This is an optimization exercise on Yosys and OpenROAD, whose aim is small area and a short achievable clock period, not a production implementation.
Only simulation tests tie the RTL to the original design; equivalence was not proved.
Power figures rest on the tool's default switching activity, not on a simulated workload.

[design/flow/run.sh]
#!/bin/bash
# synth_recipe.tcl (not shown) runs the flow's synth.tcl, then flattens the netlist and writes it again
# the make line also repeats each setting of config.mk as NAME=value (left out here)
make -C /OpenROAD-flow-scripts/flow DESIGN_CONFIG=/design/flow/config.mk WORK_HOME=/design/flow/orfs CLKGATE_MAP_FILE= SYNTH_SCRIPT=/design/flow/synth_recipe.tcl finish
[design/flow/config.mk]
export PLATFORM = sky130hd
export DESIGN_NAME = lj_pair_top
export DESIGN_NICKNAME = lj_pair_top
export VERILOG_FILES = /design/flow/design.v
export SDC_FILE = /design/flow/constraint.sdc
export NUM_CORES = 4
export LEC_CHECK = 0
export CAP_MARGIN = 20
export CORE_MARGIN = 2
export CORE_UTILIZATION = 40
export SETUP_SLACK_MARGIN = 5
export SLEW_MARGIN = 20
[design/flow/constraint.sdc]
create_clock -name core_clock -period 9.5 [get_ports {clk}]
set_input_delay 1.9000 -clock core_clock [delete_from_list [all_inputs] [get_ports {clk}]]
set_output_delay 1.9000 -clock core_clock [all_outputs]
set_load 0.01 [all_outputs]
[design/flow/design.v]
`default_nettype none
package lj_pkg;
	localparam int CELL_ID_WIDTH  = 2;             
	localparam int CELL_POS_WIDTH = 6;             
	localparam int MAG_WIDTH      = 6;             
	localparam int ACC_WIDTH   = 32;               
	localparam int COUNT_WIDTH = 8;                
	localparam int CMAG_WIDTH  = 14;
	localparam int PROD_WIDTH  = CMAG_WIDTH + MAG_WIDTH;    
	localparam int FORCE_SHIFT = 6;
	localparam int QH_WIDTH    = PROD_WIDTH - FORCE_SHIFT;
endpackage
`default_nettype wire
`timescale 1ns/1ns
`default_nettype none
import lj_pkg::*;
module pair_decode (
	input  logic [lj_pkg::CELL_ID_WIDTH-1:0]   hc,
	input  logic [lj_pkg::CELL_ID_WIDTH-1:0]   nc,
	input  logic [lj_pkg::CELL_POS_WIDTH-1:0]  hp,
	input  logic [lj_pkg::CELL_POS_WIDTH-1:0]  np,
	output logic                               ok,
	output logic                               neg,
	output logic [lj_pkg::MAG_WIDTH-1:0]       mag
);
	logic       up;                                
	logic       dn;                                
	logic [6:0] dp;                                
	logic       dp_neg;
	logic       dp_pos;
	always_comb begin
		up = 1'b0;
		dn = 1'b0;
		case ({hc, nc})
			4'b00_01, 4'b01_10, 4'b10_00: up = 1'b1;
			4'b00_10, 4'b01_00, 4'b10_01: dn = 1'b1;
			default: ;
		endcase
	end
	assign dp     = {1'b0, np} - {1'b0, hp};
	assign dp_neg = dp[6];
	assign dp_pos = ~dp[6] & (dp[5:0] != 6'd0);
	assign neg    = dn | (~up & dp_neg);
	assign ok     = up ? dp_neg : (dn ? dp_pos : 1'b1);
	assign mag    = (dp[5:0] ^ {6{neg}}) + {5'd0, neg};
endmodule
module lj_sumsq (
	input  logic [5:0]  a,
	input  logic [5:0]  b,
	input  logic [5:0]  c,
	output logic [13:0] ra,      
	output logic [13:0] rb
);
	logic t1;
	logic t2;
	logic t3;
	logic t4;
	logic t5;
	logic t6;
	logic t7;
	logic t8;
	logic t9;
	logic t10;
	logic t11;
	logic t12;
	logic t13;
	logic t14;
	logic t15;
	logic t16;
	logic t17;
	logic t18;
	logic t19;
	logic t20;
	logic t21;
	logic t22;
	logic t23;
	logic t24;
	logic t25;
	logic t26;
	logic t27;
	logic t28;
	logic t29;
	logic t30;
	logic t31;
	logic t32;
	logic t33;
	logic t34;
	logic t35;
	logic t36;
	logic t37;
	logic t38;
	logic t39;
	logic t40;
	logic t41;
	logic t42;
	logic t43;
	logic t44;
	logic t45;
	logic t46;
	logic t47;
	logic t48;
	logic t49;
	logic t50;
	logic t51;
	logic t52;
	logic t53;
	logic t54;
	logic t55;
	logic t56;
	logic t57;
	logic t58;
	logic t59;
	logic t60;
	logic t61;
	logic t62;
	logic t63;
	logic t64;
	logic t65;
	logic t66;
	logic t67;
	logic t68;
	logic t69;
	logic t70;
	logic t71;
	logic t72;
	logic t73;
	logic t74;
	logic t75;
	logic t76;
	logic t77;
	logic t78;
	logic t79;
	logic t80;
	logic t81;
	logic t82;
	logic t83;
	logic t84;
	logic t85;
	logic t86;
	logic t87;
	logic t88;
	logic t89;
	logic t90;
	logic t91;
	logic t92;
	logic t93;
	logic t94;
	logic t95;
	logic t96;
	logic t97;
	logic t98;
	logic t99;
	logic t100;
	logic t101;
	logic t102;
	logic t103;
	logic t104;
	logic t105;
	logic t106;
	logic t107;
	logic t108;
	logic t109;
	logic t110;
	logic t111;
	logic t112;
	logic t113;
	logic t114;
	logic t115;
	logic t116;
	logic t117;
	logic t118;
	logic t119;
	logic t120;
	logic t121;
	logic t122;
	logic t123;
	logic t124;
	logic t125;
	logic t126;
	logic t127;
	logic t128;
	logic t129;
	logic t130;
	logic t131;
	logic t132;
	logic t133;
	logic t134;
	logic t135;
	logic t136;
	logic t137;
	assign t1 = a[0] & a[1];
	assign t2 = a[0] & a[2];
	assign t3 = a[0] & a[3];
	assign t4 = a[0] & a[4];
	assign t5 = a[0] & a[5];
	assign t6 = a[1] & a[2];
	assign t7 = a[1] & a[3];
	assign t8 = a[1] & a[4];
	assign t9 = a[1] & a[5];
	assign t10 = a[2] & a[3];
	assign t11 = a[2] & a[4];
	assign t12 = a[2] & a[5];
	assign t13 = a[3] & a[4];
	assign t14 = a[3] & a[5];
	assign t15 = a[4] & a[5];
	assign t16 = b[0] & b[1];
	assign t17 = b[0] & b[2];
	assign t18 = b[0] & b[3];
	assign t19 = b[0] & b[4];
	assign t20 = b[0] & b[5];
	assign t21 = b[1] & b[2];
	assign t22 = b[1] & b[3];
	assign t23 = b[1] & b[4];
	assign t24 = b[1] & b[5];
	assign t25 = b[2] & b[3];
	assign t26 = b[2] & b[4];
	assign t27 = b[2] & b[5];
	assign t28 = b[3] & b[4];
	assign t29 = b[3] & b[5];
	assign t30 = b[4] & b[5];
	assign t31 = c[0] & c[1];
	assign t32 = c[0] & c[2];
	assign t33 = c[0] & c[3];
	assign t34 = c[0] & c[4];
	assign t35 = c[0] & c[5];
	assign t36 = c[1] & c[2];
	assign t37 = c[1] & c[3];
	assign t38 = c[1] & c[4];
	assign t39 = c[1] & c[5];
	assign t40 = c[2] & c[3];
	assign t41 = c[2] & c[4];
	assign t42 = c[2] & c[5];
	assign t43 = c[3] & c[4];
	assign t44 = c[3] & c[5];
	assign t45 = c[4] & c[5];
	assign t46 = t5 ^ t8 ^ t10;
	assign t47 = (t5 & t8) | (t5 & t10) | (t8 & t10);
	assign t48 = a[3] ^ t20;
	assign t49 = a[3] & t20;
	assign t50 = t3 ^ t6 ^ a[2];
	assign t51 = (t3 & t6) | (t3 & a[2]) | (t6 & a[2]);
	assign t52 = t18 ^ t21;
	assign t53 = t18 & t21;
	assign t54 = t4 ^ t7 ^ t19;
	assign t55 = (t4 & t7) | (t4 & t19) | (t7 & t19);
	assign t56 = t46 ^ t48 ^ t23;
	assign t57 = (t46 & t48) | (t46 & t23) | (t48 & t23);
	assign t58 = t25 ^ b[3] ^ t35;
	assign t59 = (t25 & b[3]) | (t25 & t35) | (b[3] & t35);
	assign t60 = t47 ^ t49 ^ t9;
	assign t61 = (t47 & t49) | (t47 & t9) | (t49 & t9);
	assign t62 = t11 ^ t24 ^ t26;
	assign t63 = (t11 & t24) | (t11 & t26) | (t24 & t26);
	assign t64 = t12 ^ t13 ^ a[4];
	assign t65 = (t12 & t13) | (t12 & a[4]) | (t13 & a[4]);
	assign t66 = t27 ^ t28 ^ b[4];
	assign t67 = (t27 & t28) | (t27 & b[4]) | (t28 & b[4]);
	assign t68 = t42 ^ t43;
	assign t69 = t42 & t43;
	assign t70 = t1 ^ a[1] ^ t16;
	assign t71 = (t1 & a[1]) | (t1 & t16) | (a[1] & t16);
	assign t72 = t50 ^ t52 ^ b[2];
	assign t73 = (t50 & t52) | (t50 & b[2]) | (t52 & b[2]);
	assign t74 = t51 ^ t53 ^ t54;
	assign t75 = (t51 & t53) | (t51 & t54) | (t53 & t54);
	assign t76 = t22 ^ t34;
	assign t77 = t22 & t34;
	assign t78 = t55 ^ t56 ^ t58;
	assign t79 = (t55 & t56) | (t55 & t58) | (t56 & t58);
	assign t80 = t38 ^ t40 ^ c[3];
	assign t81 = (t38 & t40) | (t38 & c[3]) | (t40 & c[3]);
	assign t82 = t57 ^ t59 ^ t60;
	assign t83 = (t57 & t59) | (t57 & t60) | (t59 & t60);
	assign t84 = t62 ^ t39 ^ t41;
	assign t85 = (t62 & t39) | (t62 & t41) | (t39 & t41);
	assign t86 = t61 ^ t63 ^ t64;
	assign t87 = (t61 & t63) | (t61 & t64) | (t63 & t64);
	assign t88 = t66 ^ t68 ^ c[4];
	assign t89 = (t66 & t68) | (t66 & c[4]) | (t68 & c[4]);
	assign t90 = t65 ^ t67 ^ t69;
	assign t91 = (t65 & t67) | (t65 & t69) | (t67 & t69);
	assign t92 = t14 ^ t29 ^ t44;
	assign t93 = (t14 & t29) | (t14 & t44) | (t29 & t44);
	assign t94 = t15 ^ a[5] ^ t30;
	assign t95 = (t15 & a[5]) | (t15 & t30) | (a[5] & t30);
	assign t96 = b[5] ^ t45 ^ c[5];
	assign t97 = (b[5] & t45) | (b[5] & c[5]) | (t45 & c[5]);
	assign t98 = t70 ^ b[1];
	assign t99 = t70 & b[1];
	assign t100 = t71 ^ t2 ^ t17;
	assign t101 = (t71 & t2) | (t71 & t17) | (t2 & t17);
	assign t102 = t72 ^ t33 ^ t36;
	assign t103 = (t72 & t33) | (t72 & t36) | (t33 & t36);
	assign t104 = t73 ^ t74 ^ t76;
	assign t105 = (t73 & t74) | (t73 & t76) | (t74 & t76);
	assign t106 = t75 ^ t77 ^ t78;
	assign t107 = (t75 & t77) | (t75 & t78) | (t77 & t78);
	assign t108 = t79 ^ t81 ^ t82;
	assign t109 = (t79 & t81) | (t79 & t82) | (t81 & t82);
	assign t110 = t83 ^ t85 ^ t86;
	assign t111 = (t83 & t85) | (t83 & t86) | (t85 & t86);
	assign t112 = t87 ^ t89 ^ t90;
	assign t113 = (t87 & t89) | (t87 & t90) | (t89 & t90);
	assign t114 = t91 ^ t93 ^ t94;
	assign t115 = (t91 & t93) | (t91 & t94) | (t93 & t94);
	assign t116 = a[0] ^ b[0];
	assign t117 = a[0] & b[0];
	assign t118 = t98 ^ t31;
	assign t119 = t98 & t31;
	assign t120 = t99 ^ t100 ^ t32;
	assign t121 = (t99 & t100) | (t99 & t32) | (t100 & t32);
	assign t122 = t101 ^ t102 ^ c[2];
	assign t123 = (t101 & t102) | (t101 & c[2]) | (t102 & c[2]);
	assign t124 = t103 ^ t104 ^ t37;
	assign t125 = (t103 & t104) | (t103 & t37) | (t104 & t37);
	assign t126 = t105 ^ t106 ^ t80;
	assign t127 = (t105 & t106) | (t105 & t80) | (t106 & t80);
	assign t128 = t107 ^ t108 ^ t84;
	assign t129 = (t107 & t108) | (t107 & t84) | (t108 & t84);
	assign t130 = t109 ^ t110 ^ t88;
	assign t131 = (t109 & t110) | (t109 & t88) | (t110 & t88);
	assign t132 = t111 ^ t112 ^ t92;
	assign t133 = (t111 & t112) | (t111 & t92) | (t112 & t92);
	assign t134 = t113 ^ t114 ^ t96;
	assign t135 = (t113 & t114) | (t113 & t96) | (t114 & t96);
	assign t136 = t115 ^ t95 ^ t97;
	assign t137 = (t115 & t95) | (t115 & t97) | (t95 & t97);
	assign ra = {1'b0, t137, t135, t133, t131, t129, t127, t125, t123, t121, t119, t118, t117, t116};
	assign rb = {1'b0, 1'b0, t136, t134, t132, t130, t128, t126, t124, t122, t120, c[1], 1'b0, c[0]};
endmodule
`default_nettype wire
`timescale 1ns/1ns
`default_nettype none
import lj_pkg::*;
module force_execute (
	input  logic                               en,
	input  logic [7:0]                         tab,      
	output logic                               csign,
	output logic [lj_pkg::CMAG_WIDTH-1:0]      cmag
);
	logic                         t_sign;
	logic [lj_pkg::CMAG_WIDTH-1:0] t_mag;
	always_comb begin
		case (tab)
			8'd0: begin t_sign = 1'b0; t_mag = 14'd16000; end   
			8'd1: begin t_sign = 1'b0; t_mag = 14'd15745; end   
			8'd2: begin t_sign = 1'b0; t_mag = 14'd15490; end   
			8'd3: begin t_sign = 1'b0; t_mag = 14'd15235; end   
			8'd4: begin t_sign = 1'b0; t_mag = 14'd14980; end   
			8'd5: begin t_sign = 1'b0; t_mag = 14'd14725; end   
			8'd6: begin t_sign = 1'b0; t_mag = 14'd14470; end   
			8'd7: begin t_sign = 1'b0; t_mag = 14'd14215; end   
			8'd8: begin t_sign = 1'b0; t_mag = 14'd13960; end   
			8'd9: begin t_sign = 1'b0; t_mag = 14'd13705; end   
			8'd10: begin t_sign = 1'b0; t_mag = 14'd13450; end   
			8'd11: begin t_sign = 1'b0; t_mag = 14'd13195; end   
			8'd12: begin t_sign = 1'b0; t_mag = 14'd12940; end   
			8'd13: begin t_sign = 1'b0; t_mag = 14'd12685; end   
			8'd14: begin t_sign = 1'b0; t_mag = 14'd12430; end   
			8'd15: begin t_sign = 1'b0; t_mag = 14'd12175; end   
			8'd16: begin t_sign = 1'b0; t_mag = 14'd11920; end   
			8'd17: begin t_sign = 1'b0; t_mag = 14'd11665; end   
			8'd18: begin t_sign = 1'b0; t_mag = 14'd11410; end   
			8'd19: begin t_sign = 1'b0; t_mag = 14'd11155; end   
			8'd20: begin t_sign = 1'b0; t_mag = 14'd10900; end   
			8'd21: begin t_sign = 1'b0; t_mag = 14'd10645; end   
			8'd22: begin t_sign = 1'b0; t_mag = 14'd10390; end   
			8'd23: begin t_sign = 1'b0; t_mag = 14'd10135; end   
			8'd24: begin t_sign = 1'b0; t_mag = 14'd9880; end   
			8'd25: begin t_sign = 1'b0; t_mag = 14'd9625; end   
			8'd26: begin t_sign = 1'b0; t_mag = 14'd9370; end   
			8'd27: begin t_sign = 1'b0; t_mag = 14'd9115; end   
			8'd28: begin t_sign = 1'b0; t_mag = 14'd8860; end   
			8'd29: begin t_sign = 1'b0; t_mag = 14'd8605; end   
			8'd30: begin t_sign = 1'b0; t_mag = 14'd8350; end   
			8'd31: begin t_sign = 1'b0; t_mag = 14'd8095; end   
			8'd32: begin t_sign = 1'b0; t_mag = 14'd8000; end   
			8'd33: begin t_sign = 1'b0; t_mag = 14'd7800; end   
			8'd34: begin t_sign = 1'b0; t_mag = 14'd7600; end   
			8'd35: begin t_sign = 1'b0; t_mag = 14'd7400; end   
			8'd36: begin t_sign = 1'b0; t_mag = 14'd7200; end   
			8'd37: begin t_sign = 1'b0; t_mag = 14'd7000; end   
			8'd38: begin t_sign = 1'b0; t_mag = 14'd6800; end   
			8'd39: begin t_sign = 1'b0; t_mag = 14'd6600; end   
			8'd40: begin t_sign = 1'b0; t_mag = 14'd6400; end   
			8'd41: begin t_sign = 1'b0; t_mag = 14'd6200; end   
			8'd42: begin t_sign = 1'b0; t_mag = 14'd6000; end   
			8'd43: begin t_sign = 1'b0; t_mag = 14'd5800; end   
			8'd44: begin t_sign = 1'b0; t_mag = 14'd5600; end   
			8'd45: begin t_sign = 1'b0; t_mag = 14'd5400; end   
			8'd46: begin t_sign = 1'b0; t_mag = 14'd5200; end   
			8'd47: begin t_sign = 1'b0; t_mag = 14'd5000; end   
			8'd48: begin t_sign = 1'b0; t_mag = 14'd4800; end   
			8'd49: begin t_sign = 1'b0; t_mag = 14'd4600; end   
			8'd50: begin t_sign = 1'b0; t_mag = 14'd4400; end   
			8'd51: begin t_sign = 1'b0; t_mag = 14'd4200; end   
			8'd52: begin t_sign = 1'b0; t_mag = 14'd4000; end   
			8'd53: begin t_sign = 1'b0; t_mag = 14'd3800; end   
			8'd54: begin t_sign = 1'b0; t_mag = 14'd3600; end   
			8'd55: begin t_sign = 1'b0; t_mag = 14'd3400; end   
			8'd56: begin t_sign = 1'b0; t_mag = 14'd3200; end   
			8'd57: begin t_sign = 1'b0; t_mag = 14'd3000; end   
			8'd58: begin t_sign = 1'b0; t_mag = 14'd2800; end   
			8'd59: begin t_sign = 1'b0; t_mag = 14'd2600; end   
			8'd60: begin t_sign = 1'b0; t_mag = 14'd2400; end   
			8'd61: begin t_sign = 1'b0; t_mag = 14'd2200; end   
			8'd62: begin t_sign = 1'b0; t_mag = 14'd2000; end   
			8'd63: begin t_sign = 1'b0; t_mag = 14'd1800; end   
			8'd64: begin t_sign = 1'b0; t_mag = 14'd1800; end   
			8'd65: begin t_sign = 1'b0; t_mag = 14'd1740; end   
			8'd66: begin t_sign = 1'b0; t_mag = 14'd1680; end   
			8'd67: begin t_sign = 1'b0; t_mag = 14'd1620; end   
			8'd68: begin t_sign = 1'b0; t_mag = 14'd1560; end   
			8'd69: begin t_sign = 1'b0; t_mag = 14'd1500; end   
			8'd70: begin t_sign = 1'b0; t_mag = 14'd1440; end   
			8'd71: begin t_sign = 1'b0; t_mag = 14'd1380; end   
			8'd72: begin t_sign = 1'b0; t_mag = 14'd1320; end   
			8'd73: begin t_sign = 1'b0; t_mag = 14'd1260; end   
			8'd74: begin t_sign = 1'b0; t_mag = 14'd1200; end   
			8'd75: begin t_sign = 1'b0; t_mag = 14'd1140; end   
			8'd76: begin t_sign = 1'b0; t_mag = 14'd1080; end   
			8'd77: begin t_sign = 1'b0; t_mag = 14'd1020; end   
			8'd78: begin t_sign = 1'b0; t_mag = 14'd960; end   
			8'd79: begin t_sign = 1'b0; t_mag = 14'd900; end   
			8'd80: begin t_sign = 1'b0; t_mag = 14'd840; end   
			8'd81: begin t_sign = 1'b0; t_mag = 14'd780; end   
			8'd82: begin t_sign = 1'b0; t_mag = 14'd720; end   
			8'd83: begin t_sign = 1'b0; t_mag = 14'd660; end   
			8'd84: begin t_sign = 1'b0; t_mag = 14'd600; end   
			8'd85: begin t_sign = 1'b0; t_mag = 14'd540; end   
			8'd86: begin t_sign = 1'b0; t_mag = 14'd480; end   
			8'd87: begin t_sign = 1'b0; t_mag = 14'd420; end   
			8'd88: begin t_sign = 1'b0; t_mag = 14'd360; end   
			8'd89: begin t_sign = 1'b0; t_mag = 14'd300; end   
			8'd90: begin t_sign = 1'b0; t_mag = 14'd240; end   
			8'd91: begin t_sign = 1'b0; t_mag = 14'd180; end   
			8'd92: begin t_sign = 1'b0; t_mag = 14'd120; end   
			8'd93: begin t_sign = 1'b0; t_mag = 14'd60; end   
			8'd94: begin t_sign = 1'b0; t_mag = 14'd0; end   
			8'd95: begin t_sign = 1'b1; t_mag = 14'd60; end   
			8'd96: begin t_sign = 1'b1; t_mag = 14'd60; end   
			8'd97: begin t_sign = 1'b1; t_mag = 14'd68; end   
			8'd98: begin t_sign = 1'b1; t_mag = 14'd76; end   
			8'd99: begin t_sign = 1'b1; t_mag = 14'd84; end   
			8'd100: begin t_sign = 1'b1; t_mag = 14'd92; end   
			8'd101: begin t_sign = 1'b1; t_mag = 14'd100; end   
			8'd102: begin t_sign = 1'b1; t_mag = 14'd108; end   
			8'd103: begin t_sign = 1'b1; t_mag = 14'd116; end   
			8'd104: begin t_sign = 1'b1; t_mag = 14'd124; end   
			8'd105: begin t_sign = 1'b1; t_mag = 14'd132; end   
			8'd106: begin t_sign = 1'b1; t_mag = 14'd140; end   
			8'd107: begin t_sign = 1'b1; t_mag = 14'd148; end   
			8'd108: begin t_sign = 1'b1; t_mag = 14'd156; end   
			8'd109: begin t_sign = 1'b1; t_mag = 14'd164; end   
			8'd110: begin t_sign = 1'b1; t_mag = 14'd172; end   
			8'd111: begin t_sign = 1'b1; t_mag = 14'd180; end   
			8'd112: begin t_sign = 1'b1; t_mag = 14'd188; end   
			8'd113: begin t_sign = 1'b1; t_mag = 14'd196; end   
			8'd114: begin t_sign = 1'b1; t_mag = 14'd204; end   
			8'd115: begin t_sign = 1'b1; t_mag = 14'd212; end   
			8'd116: begin t_sign = 1'b1; t_mag = 14'd220; end   
			8'd117: begin t_sign = 1'b1; t_mag = 14'd228; end   
			8'd118: begin t_sign = 1'b1; t_mag = 14'd236; end   
			8'd119: begin t_sign = 1'b1; t_mag = 14'd244; end   
			8'd120: begin t_sign = 1'b1; t_mag = 14'd252; end   
			8'd121: begin t_sign = 1'b1; t_mag = 14'd260; end   
			8'd122: begin t_sign = 1'b1; t_mag = 14'd268; end   
			8'd123: begin t_sign = 1'b1; t_mag = 14'd276; end   
			8'd124: begin t_sign = 1'b1; t_mag = 14'd284; end   
			8'd125: begin t_sign = 1'b1; t_mag = 14'd292; end   
			8'd126: begin t_sign = 1'b1; t_mag = 14'd300; end   
			8'd127: begin t_sign = 1'b1; t_mag = 14'd308; end   
			8'd128: begin t_sign = 1'b1; t_mag = 14'd310; end   
			8'd129: begin t_sign = 1'b1; t_mag = 14'd313; end   
			8'd130: begin t_sign = 1'b1; t_mag = 14'd316; end   
			8'd131: begin t_sign = 1'b1; t_mag = 14'd319; end   
			8'd132: begin t_sign = 1'b1; t_mag = 14'd322; end   
			8'd133: begin t_sign = 1'b1; t_mag = 14'd325; end   
			8'd134: begin t_sign = 1'b1; t_mag = 14'd328; end   
			8'd135: begin t_sign = 1'b1; t_mag = 14'd331; end   
			8'd136: begin t_sign = 1'b1; t_mag = 14'd334; end   
			8'd137: begin t_sign = 1'b1; t_mag = 14'd337; end   
			8'd138: begin t_sign = 1'b1; t_mag = 14'd340; end   
			8'd139: begin t_sign = 1'b1; t_mag = 14'd343; end   
			8'd140: begin t_sign = 1'b1; t_mag = 14'd346; end   
			8'd141: begin t_sign = 1'b1; t_mag = 14'd349; end   
			8'd142: begin t_sign = 1'b1; t_mag = 14'd352; end   
			8'd143: begin t_sign = 1'b1; t_mag = 14'd355; end   
			8'd144: begin t_sign = 1'b1; t_mag = 14'd358; end   
			8'd145: begin t_sign = 1'b1; t_mag = 14'd361; end   
			8'd146: begin t_sign = 1'b1; t_mag = 14'd364; end   
			8'd147: begin t_sign = 1'b1; t_mag = 14'd367; end   
			8'd148: begin t_sign = 1'b1; t_mag = 14'd370; end   
			8'd149: begin t_sign = 1'b1; t_mag = 14'd373; end   
			8'd150: begin t_sign = 1'b1; t_mag = 14'd376; end   
			8'd151: begin t_sign = 1'b1; t_mag = 14'd379; end   
			8'd152: begin t_sign = 1'b1; t_mag = 14'd382; end   
			8'd153: begin t_sign = 1'b1; t_mag = 14'd385; end   
			8'd154: begin t_sign = 1'b1; t_mag = 14'd388; end   
			8'd155: begin t_sign = 1'b1; t_mag = 14'd391; end   
			8'd156: begin t_sign = 1'b1; t_mag = 14'd394; end   
			8'd157: begin t_sign = 1'b1; t_mag = 14'd397; end   
			8'd158: begin t_sign = 1'b1; t_mag = 14'd400; end   
			8'd159: begin t_sign = 1'b1; t_mag = 14'd403; end   
			8'd160: begin t_sign = 1'b1; t_mag = 14'd400; end   
			8'd161: begin t_sign = 1'b1; t_mag = 14'd401; end   
			8'd162: begin t_sign = 1'b1; t_mag = 14'd402; end   
			8'd163: begin t_sign = 1'b1; t_mag = 14'd403; end   
			8'd164: begin t_sign = 1'b1; t_mag = 14'd404; end   
			8'd165: begin t_sign = 1'b1; t_mag = 14'd405; end   
			8'd166: begin t_sign = 1'b1; t_mag = 14'd406; end   
			8'd167: begin t_sign = 1'b1; t_mag = 14'd407; end   
			8'd168: begin t_sign = 1'b1; t_mag = 14'd408; end   
			8'd169: begin t_sign = 1'b1; t_mag = 14'd409; end   
			8'd170: begin t_sign = 1'b1; t_mag = 14'd410; end   
			8'd171: begin t_sign = 1'b1; t_mag = 14'd411; end   
			8'd172: begin t_sign = 1'b1; t_mag = 14'd412; end   
			8'd173: begin t_sign = 1'b1; t_mag = 14'd413; end   
			8'd174: begin t_sign = 1'b1; t_mag = 14'd414; end   
			8'd175: begin t_sign = 1'b1; t_mag = 14'd415; end   
			8'd176: begin t_sign = 1'b1; t_mag = 14'd416; end   
			8'd177: begin t_sign = 1'b1; t_mag = 14'd417; end   
			8'd178: begin t_sign = 1'b1; t_mag = 14'd418; end   
			8'd179: begin t_sign = 1'b1; t_mag = 14'd419; end   
			8'd180: begin t_sign = 1'b1; t_mag = 14'd420; end   
			8'd181: begin t_sign = 1'b1; t_mag = 14'd421; end   
			8'd182: begin t_sign = 1'b1; t_mag = 14'd422; end   
			8'd183: begin t_sign = 1'b1; t_mag = 14'd423; end   
			8'd184: begin t_sign = 1'b1; t_mag = 14'd424; end   
			8'd185: begin t_sign = 1'b1; t_mag = 14'd425; end   
			8'd186: begin t_sign = 1'b1; t_mag = 14'd426; end   
			8'd187: begin t_sign = 1'b1; t_mag = 14'd427; end   
			8'd188: begin t_sign = 1'b1; t_mag = 14'd428; end   
			8'd189: begin t_sign = 1'b1; t_mag = 14'd429; end   
			8'd190: begin t_sign = 1'b1; t_mag = 14'd430; end   
			8'd191: begin t_sign = 1'b1; t_mag = 14'd431; end   
			8'd192: begin t_sign = 1'b1; t_mag = 14'd300; end   
			8'd193: begin t_sign = 1'b1; t_mag = 14'd302; end   
			8'd194: begin t_sign = 1'b1; t_mag = 14'd304; end   
			8'd195: begin t_sign = 1'b1; t_mag = 14'd306; end   
			8'd196: begin t_sign = 1'b1; t_mag = 14'd308; end   
			8'd197: begin t_sign = 1'b1; t_mag = 14'd310; end   
			8'd198: begin t_sign = 1'b1; t_mag = 14'd312; end   
			8'd199: begin t_sign = 1'b1; t_mag = 14'd314; end   
			8'd200: begin t_sign = 1'b1; t_mag = 14'd316; end   
			8'd201: begin t_sign = 1'b1; t_mag = 14'd318; end   
			8'd202: begin t_sign = 1'b1; t_mag = 14'd320; end   
			8'd203: begin t_sign = 1'b1; t_mag = 14'd322; end   
			8'd204: begin t_sign = 1'b1; t_mag = 14'd324; end   
			8'd205: begin t_sign = 1'b1; t_mag = 14'd326; end   
			8'd206: begin t_sign = 1'b1; t_mag = 14'd328; end   
			8'd207: begin t_sign = 1'b1; t_mag = 14'd330; end   
			8'd208: begin t_sign = 1'b1; t_mag = 14'd332; end   
			8'd209: begin t_sign = 1'b1; t_mag = 14'd334; end   
			8'd210: begin t_sign = 1'b1; t_mag = 14'd336; end   
			8'd211: begin t_sign = 1'b1; t_mag = 14'd338; end   
			8'd212: begin t_sign = 1'b1; t_mag = 14'd340; end   
			8'd213: begin t_sign = 1'b1; t_mag = 14'd342; end   
			8'd214: begin t_sign = 1'b1; t_mag = 14'd344; end   
			8'd215: begin t_sign = 1'b1; t_mag = 14'd346; end   
			8'd216: begin t_sign = 1'b1; t_mag = 14'd348; end   
			8'd217: begin t_sign = 1'b1; t_mag = 14'd350; end   
			8'd218: begin t_sign = 1'b1; t_mag = 14'd352; end   
			8'd219: begin t_sign = 1'b1; t_mag = 14'd354; end   
			8'd220: begin t_sign = 1'b1; t_mag = 14'd356; end   
			8'd221: begin t_sign = 1'b1; t_mag = 14'd358; end   
			8'd222: begin t_sign = 1'b1; t_mag = 14'd360; end   
			8'd223: begin t_sign = 1'b1; t_mag = 14'd362; end   
			8'd224: begin t_sign = 1'b1; t_mag = 14'd200; end   
			8'd225: begin t_sign = 1'b1; t_mag = 14'd204; end   
			8'd226: begin t_sign = 1'b1; t_mag = 14'd208; end   
			8'd227: begin t_sign = 1'b1; t_mag = 14'd212; end   
			8'd228: begin t_sign = 1'b1; t_mag = 14'd216; end   
			8'd229: begin t_sign = 1'b1; t_mag = 14'd220; end   
			8'd230: begin t_sign = 1'b1; t_mag = 14'd224; end   
			8'd231: begin t_sign = 1'b1; t_mag = 14'd228; end   
			8'd232: begin t_sign = 1'b1; t_mag = 14'd232; end   
			8'd233: begin t_sign = 1'b1; t_mag = 14'd236; end   
			8'd234: begin t_sign = 1'b1; t_mag = 14'd240; end   
			8'd235: begin t_sign = 1'b1; t_mag = 14'd244; end   
			8'd236: begin t_sign = 1'b1; t_mag = 14'd248; end   
			8'd237: begin t_sign = 1'b1; t_mag = 14'd252; end   
			8'd238: begin t_sign = 1'b1; t_mag = 14'd256; end   
			8'd239: begin t_sign = 1'b1; t_mag = 14'd260; end   
			8'd240: begin t_sign = 1'b1; t_mag = 14'd264; end   
			8'd241: begin t_sign = 1'b1; t_mag = 14'd268; end   
			8'd242: begin t_sign = 1'b1; t_mag = 14'd272; end   
			8'd243: begin t_sign = 1'b1; t_mag = 14'd276; end   
			8'd244: begin t_sign = 1'b1; t_mag = 14'd280; end   
			8'd245: begin t_sign = 1'b1; t_mag = 14'd284; end   
			8'd246: begin t_sign = 1'b1; t_mag = 14'd288; end   
			8'd247: begin t_sign = 1'b1; t_mag = 14'd292; end   
			8'd248: begin t_sign = 1'b1; t_mag = 14'd296; end   
			8'd249: begin t_sign = 1'b1; t_mag = 14'd300; end   
			8'd250: begin t_sign = 1'b1; t_mag = 14'd304; end   
			8'd251: begin t_sign = 1'b1; t_mag = 14'd308; end   
			8'd252: begin t_sign = 1'b1; t_mag = 14'd312; end   
			8'd253: begin t_sign = 1'b1; t_mag = 14'd316; end   
			8'd254: begin t_sign = 1'b1; t_mag = 14'd320; end   
			8'd255: begin t_sign = 1'b1; t_mag = 14'd324; end   
			default: begin t_sign = 1'b0; t_mag = 14'd0; end
		endcase
	end
	assign csign = t_sign;
	assign cmag  = t_mag & {CMAG_WIDTH{en}};
endmodule
module lj_mul (
	input  logic [13:0] c,
	input  logic [5:0]  m,
	output logic [19:0] q
);
	logic t1;
	logic t2;
	logic t3;
	logic t4;
	logic t5;
	logic t6;
	logic t7;
	logic t8;
	logic t9;
	logic t10;
	logic t11;
	logic t12;
	logic t13;
	logic t14;
	logic t15;
	logic t16;
	logic t17;
	logic t18;
	logic t19;
	logic t20;
	logic t21;
	logic t22;
	logic t23;
	logic t24;
	logic t25;
	logic t26;
	logic t27;
	logic t28;
	logic t29;
	logic t30;
	logic t31;
	logic t32;
	logic t33;
	logic t34;
	logic t35;
	logic t36;
	logic t37;
	logic t38;
	logic t39;
	logic t40;
	logic t41;
	logic t42;
	logic t43;
	logic t44;
	logic t45;
	logic t46;
	logic t47;
	logic t48;
	logic t49;
	logic t50;
	logic t51;
	logic t52;
	logic t53;
	logic t54;
	logic t55;
	logic t56;
	logic t57;
	logic t58;
	logic t59;
	logic t60;
	logic t61;
	logic t62;
	logic t63;
	logic t64;
	logic t65;
	logic t66;
	logic t67;
	logic t68;
	logic t69;
	logic t70;
	logic t71;
	logic t72;
	logic t73;
	logic t74;
	logic t75;
	logic t76;
	logic t77;
	logic t78;
	logic t79;
	logic t80;
	logic t81;
	logic t82;
	logic t83;
	logic t84;
	logic t85;
	logic t86;
	logic t87;
	logic t88;
	logic t89;
	logic t90;
	logic t91;
	logic t92;
	logic t93;
	logic t94;
	logic t95;
	logic t96;
	logic t97;
	logic t98;
	logic t99;
	logic t100;
	logic t101;
	logic t102;
	logic t103;
	logic t104;
	logic t105;
	logic t106;
	logic t107;
	logic t108;
	logic t109;
	logic t110;
	logic t111;
	logic t112;
	logic t113;
	logic t114;
	logic t115;
	logic t116;
	logic t117;
	logic t118;
	logic t119;
	logic t120;
	logic t121;
	logic t122;
	logic t123;
	logic t124;
	logic t125;
	logic t126;
	logic t127;
	logic t128;
	logic t129;
	logic t130;
	logic t131;
	logic t132;
	logic t133;
	logic t134;
	logic t135;
	logic t136;
	logic t137;
	logic t138;
	logic t139;
	logic t140;
	logic t141;
	logic t142;
	logic t143;
	logic t144;
	logic t145;
	logic t146;
	logic t147;
	logic t148;
	logic t149;
	logic t150;
	logic t151;
	logic t152;
	logic t153;
	logic t154;
	logic t155;
	logic t156;
	logic t157;
	logic t158;
	logic t159;
	logic t160;
	logic t161;
	logic t162;
	logic t163;
	logic t164;
	logic t165;
	logic t166;
	logic t167;
	logic t168;
	logic t169;
	logic t170;
	logic t171;
	logic t172;
	logic t173;
	logic t174;
	logic t175;
	logic t176;
	logic t177;
	logic t178;
	logic t179;
	logic t180;
	logic t181;
	logic t182;
	logic t183;
	logic t184;
	logic t185;
	logic t186;
	logic t187;
	logic t188;
	assign t1 = c[0] & m[0];
	assign t2 = c[0] & m[1];
	assign t3 = c[0] & m[2];
	assign t4 = c[0] & m[3];
	assign t5 = c[0] & m[4];
	assign t6 = c[0] & m[5];
	assign t7 = c[1] & m[0];
	assign t8 = c[1] & m[1];
	assign t9 = c[1] & m[2];
	assign t10 = c[1] & m[3];
	assign t11 = c[1] & m[4];
	assign t12 = c[1] & m[5];
	assign t13 = c[2] & m[0];
	assign t14 = c[2] & m[1];
	assign t15 = c[2] & m[2];
	assign t16 = c[2] & m[3];
	assign t17 = c[2] & m[4];
	assign t18 = c[2] & m[5];
	assign t19 = c[3] & m[0];
	assign t20 = c[3] & m[1];
	assign t21 = c[3] & m[2];
	assign t22 = c[3] & m[3];
	assign t23 = c[3] & m[4];
	assign t24 = c[3] & m[5];
	assign t25 = c[4] & m[0];
	assign t26 = c[4] & m[1];
	assign t27 = c[4] & m[2];
	assign t28 = c[4] & m[3];
	assign t29 = c[4] & m[4];
	assign t30 = c[4] & m[5];
	assign t31 = c[5] & m[0];
	assign t32 = c[5] & m[1];
	assign t33 = c[5] & m[2];
	assign t34 = c[5] & m[3];
	assign t35 = c[5] & m[4];
	assign t36 = c[5] & m[5];
	assign t37 = c[6] & m[0];
	assign t38 = c[6] & m[1];
	assign t39 = c[6] & m[2];
	assign t40 = c[6] & m[3];
	assign t41 = c[6] & m[4];
	assign t42 = c[6] & m[5];
	assign t43 = c[7] & m[0];
	assign t44 = c[7] & m[1];
	assign t45 = c[7] & m[2];
	assign t46 = c[7] & m[3];
	assign t47 = c[7] & m[4];
	assign t48 = c[7] & m[5];
	assign t49 = c[8] & m[0];
	assign t50 = c[8] & m[1];
	assign t51 = c[8] & m[2];
	assign t52 = c[8] & m[3];
	assign t53 = c[8] & m[4];
	assign t54 = c[8] & m[5];
	assign t55 = c[9] & m[0];
	assign t56 = c[9] & m[1];
	assign t57 = c[9] & m[2];
	assign t58 = c[9] & m[3];
	assign t59 = c[9] & m[4];
	assign t60 = c[9] & m[5];
	assign t61 = c[10] & m[0];
	assign t62 = c[10] & m[1];
	assign t63 = c[10] & m[2];
	assign t64 = c[10] & m[3];
	assign t65 = c[10] & m[4];
	assign t66 = c[10] & m[5];
	assign t67 = c[11] & m[0];
	assign t68 = c[11] & m[1];
	assign t69 = c[11] & m[2];
	assign t70 = c[11] & m[3];
	assign t71 = c[11] & m[4];
	assign t72 = c[11] & m[5];
	assign t73 = c[12] & m[0];
	assign t74 = c[12] & m[1];
	assign t75 = c[12] & m[2];
	assign t76 = c[12] & m[3];
	assign t77 = c[12] & m[4];
	assign t78 = c[12] & m[5];
	assign t79 = c[13] & m[0];
	assign t80 = c[13] & m[1];
	assign t81 = c[13] & m[2];
	assign t82 = c[13] & m[3];
	assign t83 = c[13] & m[4];
	assign t84 = c[13] & m[5];
	assign t85 = t5 ^ t10;
	assign t86 = t5 & t10;
	assign t87 = t6 ^ t11 ^ t16;
	assign t88 = (t6 & t11) | (t6 & t16) | (t11 & t16);
	assign t89 = t21 ^ t26;
	assign t90 = t21 & t26;
	assign t91 = t12 ^ t17 ^ t22;
	assign t92 = (t12 & t17) | (t12 & t22) | (t17 & t22);
	assign t93 = t27 ^ t32 ^ t37;
	assign t94 = (t27 & t32) | (t27 & t37) | (t32 & t37);
	assign t95 = t18 ^ t23 ^ t28;
	assign t96 = (t18 & t23) | (t18 & t28) | (t23 & t28);
	assign t97 = t33 ^ t38 ^ t43;
	assign t98 = (t33 & t38) | (t33 & t43) | (t38 & t43);
	assign t99 = t24 ^ t29 ^ t34;
	assign t100 = (t24 & t29) | (t24 & t34) | (t29 & t34);
	assign t101 = t39 ^ t44 ^ t49;
	assign t102 = (t39 & t44) | (t39 & t49) | (t44 & t49);
	assign t103 = t30 ^ t35 ^ t40;
	assign t104 = (t30 & t35) | (t30 & t40) | (t35 & t40);
	assign t105 = t45 ^ t50 ^ t55;
	assign t106 = (t45 & t50) | (t45 & t55) | (t50 & t55);
	assign t107 = t36 ^ t41 ^ t46;
	assign t108 = (t36 & t41) | (t36 & t46) | (t41 & t46);
	assign t109 = t51 ^ t56 ^ t61;
	assign t110 = (t51 & t56) | (t51 & t61) | (t56 & t61);
	assign t111 = t42 ^ t47 ^ t52;
	assign t112 = (t42 & t47) | (t42 & t52) | (t47 & t52);
	assign t113 = t57 ^ t62 ^ t67;
	assign t114 = (t57 & t62) | (t57 & t67) | (t62 & t67);
	assign t115 = t48 ^ t53 ^ t58;
	assign t116 = (t48 & t53) | (t48 & t58) | (t53 & t58);
	assign t117 = t63 ^ t68 ^ t73;
	assign t118 = (t63 & t68) | (t63 & t73) | (t68 & t73);
	assign t119 = t54 ^ t59 ^ t64;
	assign t120 = (t54 & t59) | (t54 & t64) | (t59 & t64);
	assign t121 = t69 ^ t74 ^ t79;
	assign t122 = (t69 & t74) | (t69 & t79) | (t74 & t79);
	assign t123 = t60 ^ t65 ^ t70;
	assign t124 = (t60 & t65) | (t60 & t70) | (t65 & t70);
	assign t125 = t75 ^ t80;
	assign t126 = t75 & t80;
	assign t127 = t66 ^ t71 ^ t76;
	assign t128 = (t66 & t71) | (t66 & t76) | (t71 & t76);
	assign t129 = t4 ^ t9;
	assign t130 = t4 & t9;
	assign t131 = t85 ^ t15 ^ t20;
	assign t132 = (t85 & t15) | (t85 & t20) | (t15 & t20);
	assign t133 = t86 ^ t87 ^ t89;
	assign t134 = (t86 & t87) | (t86 & t89) | (t87 & t89);
	assign t135 = t88 ^ t90 ^ t91;
	assign t136 = (t88 & t90) | (t88 & t91) | (t90 & t91);
	assign t137 = t92 ^ t94 ^ t95;
	assign t138 = (t92 & t94) | (t92 & t95) | (t94 & t95);
	assign t139 = t96 ^ t98 ^ t99;
	assign t140 = (t96 & t98) | (t96 & t99) | (t98 & t99);
	assign t141 = t100 ^ t102 ^ t103;
	assign t142 = (t100 & t102) | (t100 & t103) | (t102 & t103);
	assign t143 = t104 ^ t106 ^ t107;
	assign t144 = (t104 & t106) | (t104 & t107) | (t106 & t107);
	assign t145 = t108 ^ t110 ^ t111;
	assign t146 = (t108 & t110) | (t108 & t111) | (t110 & t111);
	assign t147 = t112 ^ t114 ^ t115;
	assign t148 = (t112 & t114) | (t112 & t115) | (t114 & t115);
	assign t149 = t116 ^ t118 ^ t119;
	assign t150 = (t116 & t118) | (t116 & t119) | (t118 & t119);
	assign t151 = t120 ^ t122 ^ t123;
	assign t152 = (t120 & t122) | (t120 & t123) | (t122 & t123);
	assign t153 = t124 ^ t126 ^ t127;
	assign t154 = (t124 & t126) | (t124 & t127) | (t126 & t127);
	assign t155 = t128 ^ t72 ^ t77;
	assign t156 = (t128 & t72) | (t128 & t77) | (t72 & t77);
	assign t157 = t3 ^ t8;
	assign t158 = t3 & t8;
	assign t159 = t129 ^ t14 ^ t19;
	assign t160 = (t129 & t14) | (t129 & t19) | (t14 & t19);
	assign t161 = t130 ^ t131 ^ t25;
	assign t162 = (t130 & t131) | (t130 & t25) | (t131 & t25);
	assign t163 = t132 ^ t133 ^ t31;
	assign t164 = (t132 & t133) | (t132 & t31) | (t133 & t31);
	assign t165 = t134 ^ t135 ^ t93;
	assign t166 = (t134 & t135) | (t134 & t93) | (t135 & t93);
	assign t167 = t136 ^ t137 ^ t97;
	assign t168 = (t136 & t137) | (t136 & t97) | (t137 & t97);
	assign t169 = t138 ^ t139 ^ t101;
	assign t170 = (t138 & t139) | (t138 & t101) | (t139 & t101);
	assign t171 = t140 ^ t141 ^ t105;
	assign t172 = (t140 & t141) | (t140 & t105) | (t141 & t105);
	assign t173 = t142 ^ t143 ^ t109;
	assign t174 = (t142 & t143) | (t142 & t109) | (t143 & t109);
	assign t175 = t144 ^ t145 ^ t113;
	assign t176 = (t144 & t145) | (t144 & t113) | (t145 & t113);
	assign t177 = t146 ^ t147 ^ t117;
	assign t178 = (t146 & t147) | (t146 & t117) | (t147 & t117);
	assign t179 = t148 ^ t149 ^ t121;
	assign t180 = (t148 & t149) | (t148 & t121) | (t149 & t121);
	assign t181 = t150 ^ t151 ^ t125;
	assign t182 = (t150 & t151) | (t150 & t125) | (t151 & t125);
	assign t183 = t152 ^ t153 ^ t81;
	assign t184 = (t152 & t153) | (t152 & t81) | (t153 & t81);
	assign t185 = t154 ^ t155 ^ t82;
	assign t186 = (t154 & t155) | (t154 & t82) | (t155 & t82);
	assign t187 = t156 ^ t78 ^ t83;
	assign t188 = (t156 & t78) | (t156 & t83) | (t78 & t83);
	assign q = {1'b0, t188, t186, t184, t182, t180, t178, t176, t174, t172, t170, t168, t166, t164, t162, t160, t158, t157, t2, t1}
	         + {1'b0, t84, t187, t185, t183, t181, t179, t177, t175, t173, t171, t169, t167, t165, t163, t161, t159, t13, t7, 1'b0};
endmodule
`default_nettype wire
`timescale 1ns/1ns
`default_nettype none
import lj_pkg::*;
module force_accumulate (
	input  logic                                clk,
	input  logic                                clr,
	input  logic                                s,
	input  logic                                lz,       
	input  logic [lj_pkg::QH_WIDTH-1:0]         qh,       
	output logic [lj_pkg::ACC_WIDTH-1:0]        acc
);
	localparam int HW = ACC_WIDTH - QH_WIDTH;        
	logic [ACC_WIDTH-1:0]         base;
	logic [QH_WIDTH+1:0]          lo;              
	logic                         c;
	logic                         inc;
	logic                         dec;
	logic [HW-1:0]                hi;
	logic [HW:0]                  all1;            
	logic [HW:0]                  all0;            
	assign base = clr ? '0 : acc;
	assign lo   = {1'b0, base[QH_WIDTH-1:0], 1'b1} + {1'b0, qh ^ {QH_WIDTH{s}}, s & lz};
	assign c    = lo[QH_WIDTH+1];
	assign inc  = c & ~s;
	assign dec  = s & ~c;
	assign hi   = base[ACC_WIDTH-1:QH_WIDTH];
	assign all1[0] = 1'b1;
	assign all0[0] = 1'b1;
	genvar i;
	generate
		for (i = 0; i < HW; i++) begin : g_hi
			assign all1[i+1] = all1[i] & hi[i];
			assign all0[i+1] = all0[i] & ~hi[i];
		end
	endgenerate
	always_ff @(posedge clk) begin
		acc <= {hi ^ (({HW{inc}} & all1[HW-1:0]) | ({HW{dec}} & all0[HW-1:0])), lo[QH_WIDTH:1]};
	end
endmodule
`default_nettype wire
`timescale 1ns/1ns
`default_nettype none
import lj_pkg::*;
module lj_pair_top (
	input  logic                                   clk,
	input  logic                                   rst_n,
	input  logic                                   pair_valid,
	input  logic                                   pair_last,
	input  logic [3*lj_pkg::CELL_ID_WIDTH-1:0]     home_cell,
	input  logic [3*lj_pkg::CELL_ID_WIDTH-1:0]     nbr_cell,
	input  logic [3*lj_pkg::CELL_POS_WIDTH-1:0]    home_pos,
	input  logic [3*lj_pkg::CELL_POS_WIDTH-1:0]    nbr_pos,
	output logic                                   force_valid,
	output logic signed [lj_pkg::ACC_WIDTH-1:0]    force_x,
	output logic signed [lj_pkg::ACC_WIDTH-1:0]    force_y,
	output logic signed [lj_pkg::ACC_WIDTH-1:0]    force_z,
	output logic [lj_pkg::COUNT_WIDTH-1:0]         pair_count
);
	localparam int MW = MAG_WIDTH;
	localparam int CW = CMAG_WIDTH;
	localparam int QW = QH_WIDTH;
	logic [2:0]        ok0;
	logic [2:0]        neg0;
	logic [3*MW-1:0]   mag0;
	genvar a;
	generate
		for (a = 0; a < 3; a++) begin : g_axis
			pair_decode dec_i (
				.hc(home_cell[a*CELL_ID_WIDTH +: CELL_ID_WIDTH]),
				.nc(nbr_cell[a*CELL_ID_WIDTH +: CELL_ID_WIDTH]),
				.hp(home_pos[a*CELL_POS_WIDTH +: CELL_POS_WIDTH]),
				.np(nbr_pos[a*CELL_POS_WIDTH +: CELL_POS_WIDTH]),
				.ok(ok0[a]), .neg(neg0[a]), .mag(mag0[a*MW +: MW])
			);
		end
	endgenerate
	logic              v1, last1;
	logic [2:0]        neg1;
	logic [3*MW-1:0]   mag1;
	always_ff @(posedge clk or negedge rst_n) begin
		if (!rst_n) begin
			v1    <= 1'b0;
			last1 <= 1'b0;
		end else begin
			v1    <= pair_valid & (&ok0);
			last1 <= pair_valid & pair_last;
		end
	end
	always_ff @(posedge clk) begin
		neg1 <= neg0;
		mag1 <= mag0;
	end
	logic [13:0]       ra1, rb1;                   
	logic              big1;                       
	lj_sumsq sumsq_i (.a(mag1[0 +: MW]), .b(mag1[MW +: MW]), .c(mag1[2*MW +: MW]),
		.ra(ra1), .rb(rb1));
	assign big1 = (mag1[5:2] != 4'd0) | (mag1[MW+5:MW+2] != 4'd0) | (mag1[2*MW+5:2*MW+2] != 4'd0);
	logic              v2, last2, big2;
	logic [13:0]       ra2, rb2;
	logic [2:0]        neg2;
	logic [3*MW-1:0]   mag2;
	always_ff @(posedge clk or negedge rst_n) begin
		if (!rst_n) begin
			v2    <= 1'b0;
			last2 <= 1'b0;
		end else begin
			v2    <= v1;
			last2 <= last1;
		end
	end
	always_ff @(posedge clk) begin
		big2 <= big1;
		ra2  <= ra1;
		rb2  <= rb1;
		neg2 <= neg1;
		mag2 <= mag1;
	end
	logic [13:0]       r2;
	logic              en2;
	logic              csign;
	logic [CW-1:0]     cmag;
	assign r2  = ra2 + rb2;
	assign en2 = v2 & (r2[13:12] == 2'b00) & (big2 | r2[4]);
	force_execute coef_i (.en(en2), .tab(r2[11:4]), .csign(csign), .cmag(cmag));
	logic              en3, last3;
	logic [2:0]        s3;
	logic [CW-1:0]     cmag3;
	logic [3*MW-1:0]   mag3;
	always_ff @(posedge clk or negedge rst_n) begin
		if (!rst_n) begin
			en3   <= 1'b0;
			last3 <= 1'b0;
		end else begin
			en3   <= en2;
			last3 <= last2;
		end
	end
	always_ff @(posedge clk) begin
		s3    <= neg2 ^ {3{csign}};
		cmag3 <= cmag;
		mag3  <= mag2;
	end
	logic [3*QW-1:0]   qh3;
	logic [2:0]        lz3;
	generate
		for (a = 0; a < 3; a++) begin : g_mul
			logic [PROD_WIDTH-1:0] q;
			lj_mul mul_i (.c(cmag3), .m(mag3[a*MW +: MW]), .q(q));
			assign qh3[a*QW +: QW] = q[PROD_WIDTH-1:FORCE_SHIFT];
			assign lz3[a]          = (q[FORCE_SHIFT-1:0] == '0);
		end
	endgenerate
	logic              en4, last4;
	logic [2:0]        s4;
	logic [2:0]        lz4;
	logic [3*QW-1:0]   qh4;
	always_ff @(posedge clk or negedge rst_n) begin
		if (!rst_n) begin
			en4   <= 1'b0;
			last4 <= 1'b0;
		end else begin
			en4   <= en3;
			last4 <= last3;
		end
	end
	always_ff @(posedge clk) begin
		s4  <= s3;
		lz4 <= lz3;
		qh4 <= qh3;
	end
	logic              clr;
	always_ff @(posedge clk or negedge rst_n) begin
		if (!rst_n) begin
			force_valid <= 1'b0;
			clr         <= 1'b1;
		end else begin
			force_valid <= last4;
			clr         <= last4 | (clr & ~en4);
		end
	end
	force_accumulate acc_x (.clk(clk), .clr(clr), .s(s4[2]), .lz(lz4[2]),
		.qh(qh4[2*QW +: QW]), .acc(force_x));
	force_accumulate acc_y (.clk(clk), .clr(clr), .s(s4[1]), .lz(lz4[1]),
		.qh(qh4[QW +: QW]), .acc(force_y));
	force_accumulate acc_z (.clk(clk), .clr(clr), .s(s4[0]), .lz(lz4[0]),
		.qh(qh4[0 +: QW]), .acc(force_z));
	always_ff @(posedge clk) begin
		pair_count <= (clr ? '0 : pair_count) + {{(COUNT_WIDTH-1){1'b0}}, en4};
	end
endmodule
`default_nettype wire
==> results of run 1 <==
==> timing repair <==
item / in CTS / in global routing
cloned: 2 / 0
buffers inserted: 27 / 39
resized for setup: 46 / 64
pin swaps: 17 / 55
setup endpoints to repair: 58 / 27
==> final timing paths <==
| check | from | endpoint | slack (ns) | cells after the start |
|---|---|---|---|---|
| worst max-delay path | home_pos[6] | mag1[10] | 5.14 | 16 |
| worst min-delay path | mag2[17] | mag3[17] | 0.32 | 0 |
| worst max register to register | clr | acc_z.acc[31] | 5.15 | 20 |
| worst min register to register | mag2[17] | mag3[17] | 0.32 | 0 |
| max in group asynchronous | rst_n | en3 | 7.24 | 1 |
| min in group asynchronous | rst_n | v1 | 1.78 | 1 |
==> cells by family (layout without fill, tap and decap cells) <==
logic type      after synthesis  after routing  share of synthesized area (%)
buf+inv                     386            573                           6.56
mux                          25             25                           1.13
fa+ha+maj                   355            355                           25.4
xor+xnor                    191            191                           7.36
compound gates              518            518                           15.1
flops                       262            262                           23.2
simple gates                897            897                           21.3
==> per-layer routing <==
| layer | global-route usage, % | routed length [um] | up-vias |
|---|---|---|---|
| li1 | - | - | 9229 |
| met1 | 24.6 | 25500 | 9197 |
| met2 | 33.2 | 27400 | 425 |
| met3 | 2.63 | 2570 | 95 |
| met4 | 5.36 | 1480 | 0 |
| met5 | 0 | 0 | - |
==> layout make-up <==
cell class / count / share of cell area, %
Multi-Input combinational cell: 1986 / 60.4
Sequential cell: 262 / 19.6
Timing Repair Buffer: 234 / 8.44
Inverter: 278 / 3.82
Clock buffer: 46 / 3.47
Tap cell: 756 / 3.46
Clock inverter: 15 / 0.793
==> where the power goes <==
| part | leakage (nW) | total, mW | internal [mW] | switching, mW |
|---|---|---|---|---|
| logic | 9.54 | 7.51 | 3.29 | 4.22 |
| registers | 2.24 | 2.26 | 1.64 | 0.625 |
| clock network | 0.558 | 1.33 | 0.817 | 0.514 |
| total | 12.3 | 11.1 | 5.75 | 5.36 |
==> metrics by stage <==
step                      cells  power (mW)  hold WS, ns  utilization (%)  worst slack, ns
after floorplan            2634        7.43        0.310                -             4.79
after global placement     3448        9.16        0.311             44.6             3.91
after detailed placement   3448        9.33        0.312             44.6             3.81
after CTS                  3538        10.9        0.326             47.4             4.99
after global routing       3577        12.2        0.334             48.4             4.93
final                      3577        11.1        0.323             48.4             5.14
==> state kept, by name, indices dropped and copies added (netlist names), 3 cells and up <==
name	cells
mag2	18
s4	3
s3	3
mag3	18
mag1	18
rb2	9
acc_x.acc	32
lz4	3
neg1	3
acc_z.acc	32
neg2	3
pair_count	8
ra2	13
acc_y.acc	32
qh4	42
cmag3	14
==> worst max-delay path, cell delays in order <==
cell	delay, ns
clkdlybuf4s50_1	0.46
ha_1	0.16
inv_1	0.06
fa_2	0.35
a21o_1	0.19
a21oi_2	0.14
o21ba_2	0.16
nor2_1	0.06
o311a_1	0.34
nand2_2	0.11
xor2_1	0.15
ha_2	0.20
inv_1	0.04
o211ai_1	0.17
a22oi_1	0.12
xor2_1	0.16
==> cells in the final DEF, fill, tap and decap left out, types with 9 or more instances in the layout <==
cell type,Yosys,final
nor2_1,140,136
ha_1,174,163
xor2_1,93,93
a21o_1,28,28
inv_1,277,273
dfrtp_1,9,9
and2_1,253,253
clkbuf_16,0,35
o21a_1,25,25
a211oi_1,22,17
nand3_1,58,55
nor3_1,78,76
dfxtp_4,0,12
nor2b_1,78,72
o21bai_1,12,10
mux2i_1,19,19
and3_1,16,14
o311ai_0,14,14
dfxtp_1,252,234
o21ai_0,96,89
a21oi_1,139,130
o22ai_1,14,14
xnor2_1,97,97
o31ai_1,13,10
a311oi_1,13,12
nor4_1,13,13
o211ai_1,21,21
fa_1,181,178
a21oi_2,2,10
clkdlybuf4s50_1,0,152
nand2b_1,21,21
or3_1,23,21
nand4_1,15,15
nand2_1,148,144
buf_4,2,68
a31oi_1,23,22
==> notes.md, run 1 <==
* Status: timing/DRC/antenna clean
* Total negative setup slack at 0 ns
* Nets at 3204
* DRC violation total after the first TritonRoute iteration at 993
* Post-synth ARST share at 3.82%
* Post-Place Cell Area at 25100 sq um
* Die width at 243 um
* Clock Pin Slew Worst Setup and Hold Paths at 0.06 ns
* Worst slew margin at 26.4%
* Die Area at 59000 sq um
* CTS Buf Count at 35
* #FFs+latches synth at 262
* Number of fillers in the final layout at 5337
* Crit Path Class: primary input to flop
* CTS Buffer Depth at 3
* CTS tree: done
* Largest net degree at the start of global routing at 36
* Clk Latency, worst-skew pair at 0.54 ns
* Finished Cell Area at 27300 sq um
* Area share of the largest cell type after synthesis at 22.1%
* Gr ovfl total at 0
* Layout Skew at 0.0244 ns
* Ys Warns at 4
* Final worst path period need at 4.36 ns
* Worst Path Required at 9.92 ns
* RSZ-0062 raised after global routing: yes
* First-pass GRT wire length at 94.6 mm
* Crit start category: primary input
* Synth unique cells at 98
* Fin crit share at 45.9%
* Pins over their slew limit at 0
* Crit Path Max Fanout at 4
* Hold crit path type: flop to flop
* Synthesized area per cell at 8.67 sq um
* Share of post-route cells with drive strength above 1 at 9.68%
* Setup crit end kind: flop
* DRC violations left at 0
* Max-Cap Viols at 0
* Std cell rows at 87
* F_max at 230 MHz
* Clk sinks at 262
* Post-DR wirelength/cell at 15.9 um
* Pleak at 12.3 nW
* Post-Synthesis Net Count at 3041
* Synthesized area at 22800 sq um
* Area grow syn2layout at 19.5%
* Final WL at 56.9 mm
* Initial antenna violation count at 2
* Antenna viol nets, final at 0
* Core box area at 56400 sq um
* IO Port Bufs at 156
* Reg area at 5350 sq um
* Mapped Cells at 2634
* Root buffer cell: clkbuf_16
* Worst-Margin Slew at 1.10 ns
* Vias post-DR at 18.9k
* Ys flop type: dfxtp_1
* Peak VDD IR at 0.000268 V
* Most common cell in the synthesized netlist: inv_1
* Vias in the first global route at 19.1k
* Hold_buf cts at 0
* Ant diodes at 0
* Seq/Total Area, Yosys at 23.2%
* Hpwl dp at 40.7 mm
* Worst EP arrival at 4.78 ns
* Starting Density at 40.5%
* Ports at 157
* Final number of setup-violating endpoints at 0
* Final Hold Fails at 0
* Die Height at 243 um
* Commonest cells post-synth: 277 x inv_1, 253 x and2_1, 252 x dfxtp_1, 181 x fa_1, 174 x ha_1
* Post-synth EDFFs at 0
* RePlAce Congestion at 0.840
* DR pass1 iterations at 5
* Htree depth at 2
* Synth area leader: dfxtp_1
* Top post-synthesis cells by area: dfxtp_1 22%, fa_1 16%, ha_1 9.5%, and2_1 6.9%, inv_1 4.6%
* Total track usage at 19.1%
* Power density over the cells at 407 nW/um^2
* Multi-input gate area at 16500 sq um
* DR vias/cell at 5.30
==> run 2: changes to the inputs <==
--- a/design/flow/config.mk
+++ b/design/flow/config.mk
@@ -8,5 +8,4 @@
 export CAP_MARGIN = 20
 export CORE_MARGIN = 2
 export CORE_UTILIZATION = 40
-export SETUP_SLACK_MARGIN = 5
 export SLEW_MARGIN = 20
==> run 2 against run 1 <==
Net effect:
- sequential power hardly changed
- cell count is 1.9% lower
- worst hold slack worse by 0.013 ns
- sequential cell count stayed put
- critical path depth is 2 higher
- still clean on timing, DRC and antenna
- worst setup slack worse by 1.2 ns
- die area stayed put
- combinational power is 7.3% lower
- largest cell class unchanged
- synthesized cell count stayed put
- clock skew is 0.0065 ns lower
==> notes.md, run 2 <==
* Seq/Total Area, Yosys at 23.2%
* Most frequent cells in the layout: 277 x inv_1, 253 x and2_1, 252 x dfxtp_1
* Post-Synthesis Net Count at 3041
* # Post-CTS Setup Buffers at 0
* Fin Hold WS at 0.310 ns
* Synth unique cells at 98
* CTS tree: done
* Post-synth EDFFs at 0
* Pleak at 11.8 nW
* Gr ovfl total at 0
* Starting Density at 40.5%
* Top post-synthesis cells by area: dfxtp_1 22%, fa_1 16%, ha_1 9.5%, and2_1 6.9%, inv_1 4.6%
* Total track usage at 18.2%
* Area share of the largest cell type after synthesis at 22.1%
* Clock Pin Slew Worst Setup and Hold Paths at 0.07 ns
* Post-Place Cell Area at 25000 sq um
* Antenna viol nets, final at 0
* Commonest non-fill, non-tap cell in the layout: inv_1
* Die Area at 59000 sq um
* Worst-Margin Slew at 1.11 ns
* Std cell rows at 87
* Core box area at 56400 sq um
* Combinational share of power at 65.6%
* WL met3 at 2.50 mm
* Hold depth at 0
* Worst EP arrival at 5.92 ns
* Ys Warns at 4
* Largest net degree at the start of global routing at 85
* Peak VDD IR at 0.000254 V
* Setup crit end kind: flop
* Post-CTS sizing at 0
* Die width at 243 um
* #FFs+latches synth at 262
* Hpwl dp at 41.1 mm
* F_max at 181 MHz
* Reg area at 5300 sq um
* First-pass GRT wire length at 90.7 mm
* Ys flop type: dfxtp_1
* DR pass1 iterations at 5
* Synthesized area at 22800 sq um
* RePlAce Congestion at 0.818
* Ports at 157
* Wire length on met1 at 24.1 mm
* Final Hold Fails at 0
* CTS Buf Count at 34
* Status: timing/DRC/antenna clean
* Placed cell count at 3448
* Most common cell in the synthesized netlist: inv_1
* Final cell count without fillers at 3509
* Mapped Cells at 2634
* Crit Path Max Fanout at 18
* Max-Cap Viols at 0
* Crit start category: flop
* Max layer used: met5
* Internal power at 5.47 mW
* Power density over the cells at 405 nW/um^2
* CTS Buffer Depth at 3
* Vias post-DR at 18.5k
* Commonest cells post-synth: 277 x inv_1, 253 x and2_1, 252 x dfxtp_1, 181 x fa_1, 174 x ha_1
* Switching Share at 48.4%
* Ant diodes at 0
* Post-synth ARST share at 3.82%
* Layout Skew at 0.0179 ns
* Largest reg by FF count: qh4
* Clock network power share at 12.8%
* Synthesized area per cell at 8.67 sq um
* DR vias/cell at 5.27
* Fin util at 46.4%
* Final number of setup-violating endpoints at 0
* IO Port Bufs at 156
* Synth area leader: dfxtp_1
* Final worst path period need at 5.52 ns
* Worst Path Required at 9.90 ns
* Hold crit path type: flop to flop
* Multi-input gate area at 16100 sq um
* Htree depth at 2
* Area grow syn2layout at 14.6%
* Total negative setup slack at 0 ns
* Fin crit share at 58.1%
* Post-DR wirelength/cell at 15.2 um
* Nets at 3135
* Worst slew margin at 25.6%
* Hold_buf cts at 0
* Number of fillers in the final layout at 5464
* Vias in the first global route at 18.4k
* Clk sinks at 262
* Die Height at 243 um
* DRC violations left at 0
* Largest register FFs at 42
* Finished Cell Area at 26200 sq um
* Pins over their slew limit at 0
* Clk Latency, worst-skew pair at 0.54 ns
* FF-to-FF path depth at 18
* Psw at 5.14 mW
* Crit Path Class: flop to flop
* Root buffer cell: clkbuf_16
* Final WL at 53.4 mm
* Sequential power share at 21.6%
* RSZ-0062 raised after global routing: no
* DRC violation total after the first TritonRoute iteration at 827
* Initial antenna violation count at 1
* Share of post-route cells with drive strength above 1 at 4.58%
* DR WL met2 at 25.5 mm
## run 2: kinds of logic (layout without fill, tap and decap cells)
group	Yosys count	after routing	synth area share [%]
XOR/XNOR	191	191	7.36
flip-flops	262	262	23.2
multiplexers	25	25	1.13
AND/OR/NAND/NOR	897	897	21.3
AO/OA/AOI/OAI	518	518	15.1
buffers and inverters	386	505	6.56
adder cells (fa/ha/maj)	355	355	25.4
## run 2: per-stage QoR
stage | total power, mW | setup slack, ns
5_1_grt | 11.6 | 3.41
6_report | 10.6 | 3.99
2_1_floorplan | 7.32 | 4.01
4_1_cts | 10.7 | 3.95
3_5_place_dp | 9.23 | 3.97
3_3_place_gp | 9.07 | 4.03
## run 2: layout make-up
class / instances / share of cell area [%]
well taps: 756 / 3.61
repair buffers: 166 / 6.25
inverters: 278 / 3.98
flip-flops and latches: 262 / 20.2
multi-input cells: 1986 / 61.3
clock inverters: 16 / 0.807
clock buffers: 45 / 3.79
## run 2: layer usage
layer	global-route usage, %	vias to the layer above
met4	5.00	2
li1	-	9087
met3	2.84	80
met1	23.6	8880
met2	31.4	460
met5	0	-
## run 2: power by group through the flow
stage,logic (mW),registers [mW],clock network [mW]
final,6.96,2.29,1.36
after global routing,7.81,2.38,1.45
after CTS,6.95,2.30,1.41
after detailed placement,6.92,2.32,0
after global placement,6.77,2.30,0
after floorplan,5.35,1.98,0
## run 2: critical path, cell delays in order, from the launching register on
cell and delay [ns]:
dfxtp_1 0.87, xor2_1 0.30, ha_1 0.28, a31o_2 0.24, a21oi_1 0.24, nor2b_1 0.09
o31ai_1 0.32, a211oi_1 0.17, a41o_1 0.30, o41ai_2 0.35, o21a_1 0.20, ha_1 0.27
o211ai_1 0.27, or2_2 0.39, nor2_1 0.25, o21ai_1 0.23, or3_1 0.37, o2111ai_1 0.11
o211ai_1 0.12
## run 2: final timing paths
path,from,endpoint,slack (ns)
setup / recovery,s4[1],acc_y.acc[31],3.99
hold / removal,mag2[8],mag3[8],0.31
setup reg to reg,s4[1],acc_y.acc[31],3.99
hold reg to reg,mag2[8],mag3[8],0.31
max in group asynchronous,rst_n,v1,7.28
min in group asynchronous,rst_n,last2,1.78

[what the ideal ports hide]
The flow's constraints put no driver on any port. The routed layouts listed below were extracted and timed again, unchanged, in two steps. Step 1 sets driving cells, clkbuf_16 on the clock port and buf_2 on the other inputs (assumed; they add their load-dependent delay and slew). Step 2, shift: input delay + t, output delay - t, t = (earliest + latest rising clock arrival at the registers) / 2. This alone moves slack from input paths to output paths. Slacks: no drivers / after step 1 / after step 2; pairs: no drivers / after step 1.
run	t (ns)	setup slack, ns	worst setup path at the end
run 1	0.586	5.143 / 5.148 / 4.586	input to register
run 2	0.593	3.985 / 3.985 / 3.985	register to register
After both steps setup and hold are still met in every run listed. For run 1, which loses most, drivers alone change the setup slack by +0.005 ns; drivers and shift together by -0.557 ns.
